This is an optimization exercise on Yosys and OpenROAD, whose aim is small area, not a production implementation.
Function was checked by simulation only, so behaviour that the tests miss may differ from the original.
Power figures rest on the tool's default switching activity, not on a simulated workload.

Design exec_unit, start of the top module:
module exec_unit (
    input  wire         clk_i,
    input  wire         rst_n_i,
    input  wire [31:0]  op1_i,
    input  wire [31:0]  op2_i,
    input  wire [31:0]  offset_i,
    input  wire [31:0]  inst_i,
    input  wire [31:0]  inst_addr_i,
    input  wire         reg_wen_i,
    input  wire [4:0]   reg_waddr_i,
    input  wire         int_flag_i,
    input  wire [31:0]  int_addr_i,
    output logic        reg_wen_o,
    output logic [4:0]  reg_waddr_o,
    output logic [31:0] reg_wdata_o,
    output logic        jump_flag_o,
    output logic [31:0] jump_addr_o
);
    logic [6:0] opc;
    logic [2:0] f3;
    logic       alt;
    assign opc = inst_i[6:0];
    assign f3  = inst_i[14:12];
    assign alt = inst_i[30];
    logic is_op, is_opi, is_lui, is_auipc, is_jal, is_jalr, is_br;
    assign is_op    = (opc == 7'b0110011);
    assign is_opi   = (opc == 7'b0010011);
    assign is_lui   = (opc == 7'b0110111);
    assign is_auipc = (opc == 7'b0010111);
    assign is_jal   = (opc == 7'b1101111);
    assign is_jalr  = (opc == 7'b1100111);
    assign is_br    = (opc == 7'b1100011);
    logic d_link, d_jal, d_jalr, d_upper, d_lui, d_alu, d_br;
    assign d_link  = opc[6] & opc[2];         
    assign d_jal   = d_link & opc[3];
    assign d_jalr  = d_link & ~opc[3];
    assign d_upper = ~opc[6] & opc[2];        
    assign d_lui   = d_upper & opc[5];
    assign d_alu   = ~opc[6] & ~opc[2];       
    assign d_br    = opc[6] & ~opc[2];
    logic        sub;
    logic [31:0] a, b;
    assign sub = ~opc[2] & (opc[6] | (~f3[2] & (f3[1] | f3[0] | (opc[5] & alt))));
    always_comb begin
        a = op1_i & {32{~d_jalr}};
        a[2] = op1_i[2] | d_jalr;
        b = (op2_i & {32{~(d_jal | d_upper)}}) ^ {32{sub}};
  ...
Settings: LEC_CHECK=0, CAP_MARGIN=0, CORE_MARGIN=2, CORE_UTILIZATION=60, CTS_BUF_LIST=sky130_fd_sc_hd__clkbuf_4, GPL_TIMING_DRIVEN=0, SETUP_SLACK_MARGIN=0.15, SLEW_MARGIN=0; clock period 5.0 ns.
standard.sh (not shown) runs the stock make flow with config.mk's settings and CLKGATE_MAP_FILE= SYNTH_SCRIPT=/design/flow/synth_recipe.tcl, a recipe that flattens the netlist after the stock synthesis.
==> flow/flow/run.sh <==
#!/bin/bash
set -euo pipefail
export BUFFER_PORTS_ARGS="-buffer_cell sky130_fd_sc_hd__buf_1"
export CTS_ARGS="-sink_clustering_enable -repair_clock_nets -buf_list sky130_fd_sc_hd__clkbuf_4 -sink_clustering_size 8 -sink_clustering_max_diameter 40 -dont_use_dummy_load"
bash standard.sh > flow_standard.log 2>&1
Next try:
==> flow/flow/run.sh (replaced) <==
#!/bin/bash
set -euo pipefail
export BUFFER_PORTS_ARGS="-buffer_cell sky130_fd_sc_hd__buf_1"
export REMOVE_ABC_BUFFERS=1
export CTS_ARGS="-sink_clustering_enable -repair_clock_nets -buf_list {sky130_fd_sc_hd__clkbuf_4 sky130_fd_sc_hd__clkbuf_8} -sink_clustering_size 14 -sink_clustering_max_diameter 40 -dont_use_dummy_load"
bash standard.sh > flow_standard.log 2>&1
Outcome: Core utilization came out higher by 0.29 points. Clock power came out higher by 16%. Die area does not change.
Next try:
==> flow/flow/run.sh (replaced) <==
#!/bin/bash
set -euo pipefail
export BUFFER_PORTS_ARGS="-buffer_cell sky130_fd_sc_hd__buf_1"
export REMOVE_ABC_BUFFERS=1
export CTS_ARGS="-sink_clustering_enable -repair_clock_nets -buf_list sky130_fd_sc_hd__clkbuf_4 -sink_clustering_size 8 -sink_clustering_max_diameter 40 -dont_use_dummy_load"
bash standard.sh > flow_standard.log 2>&1
=> Global-route usage went up by 0.34 points. Area after synthesis does not change. Cell area went down by 0.92%. Via count went down by 0.80%. Clock-buffer cell count went up by 11. Hold slack got worse by 25 ps. Fmax went down by 1.9%. Critical path depth went down by 2. Utilization went down by 0.63 points. Worst setup slack got worse by 93 ps.

--- another note on this design; it stands on its own ---

Design exec_unit, start of the top module:
module exec_unit (
    input  wire         clk_i,
    input  wire         rst_n_i,
    input  wire [31:0]  op1_i,
    input  wire [31:0]  op2_i,
    input  wire [31:0]  offset_i,
    input  wire [31:0]  inst_i,
    input  wire [31:0]  inst_addr_i,
    input  wire         reg_wen_i,
    input  wire [4:0]   reg_waddr_i,
    input  wire         int_flag_i,
    input  wire [31:0]  int_addr_i,
    output logic        reg_wen_o,
    output logic [4:0]  reg_waddr_o,
    output logic [31:0] reg_wdata_o,
    output logic        jump_flag_o,
    output logic [31:0] jump_addr_o
);
Size in the first run: roughly 1,500 cells after synthesis, about 210 flip-flops, about 270 I/O pins.
Settings: LEC_CHECK=0, CAP_MARGIN=20, CORE_MARGIN=2, CORE_UTILIZATION=40, SLEW_MARGIN=20; clock period 5.0 ns.
standard.sh (not shown) runs the stock make flow with config.mk's settings and CLKGATE_MAP_FILE= SYNTH_SCRIPT=/design/flow/synth_recipe.tcl, a recipe that flattens the netlist after the stock synthesis.
==> flow/flow/run.sh <==
#!/bin/bash
set -euo pipefail
export BUFFER_PORTS_ARGS="-buffer_cell sky130_fd_sc_hd__buf_1"
bash standard.sh > flow_standard.log 2>&1
==> next run, changes <==
==> flow/run.sh (new file) <==
#!/bin/bash
# synth_recipe.tcl (not shown) runs the flow's synth.tcl, then flattens the netlist and writes it again
# the make line also repeats each setting of config.mk as NAME=value (left out here)
make -C /OpenROAD-flow-scripts/flow DESIGN_CONFIG=/design/flow/config.mk WORK_HOME=/design/flow/orfs CLKGATE_MAP_FILE= SYNTH_SCRIPT=/design/flow/synth_recipe.tcl finish
Settings changed: GPL_TIMING_DRIVEN set to 0.
removed: flow/flow/run.sh
removed: flow/standard.sh
=>
- cell area rose by 5.2%
- synthesized area stays the same
- combinational power rose by about 8%

[static timing again, ports no longer ideal]
The flow's constraints put no driver on any port. The routed layouts listed below were extracted and timed again, unchanged, in two steps. Step 1, drivers: a clkbuf_16 drives clk_i and a buf_2 each remaining input, both assumed. Step 2 also shifts input and output timing later by t, the mid clock arrival at the registers, as if the neighbouring blocks saw the same clock. a / b / c = ideal ports / drivers / drivers and shift; a / b = the first two.
run | t, ns | setup WS [ns] | cell pins on the clock port's net
the first run of note 1 | 0.697 | 0.292 / 0.312 / -0.385 | 1
the second run of note 1 | 0.558 | 0.287 / 0.301 / -0.257 | 1
the third run of note 1 | 0.631 | 0.194 / 0.219 / -0.412 | 1
the first run of note 2 | 0.526 | 0.181 / 0.205 / -0.322 | 1
the second run of note 2 | 0.528 | 0.110 / 0.111 / -0.417 | 1
With both steps, setup timing fails in every run listed, where it was met with ideal ports. For the first run of note 1, which loses most, drivers alone change the setup slack by +0.020 ns; drivers and shift together by -0.677 ns.
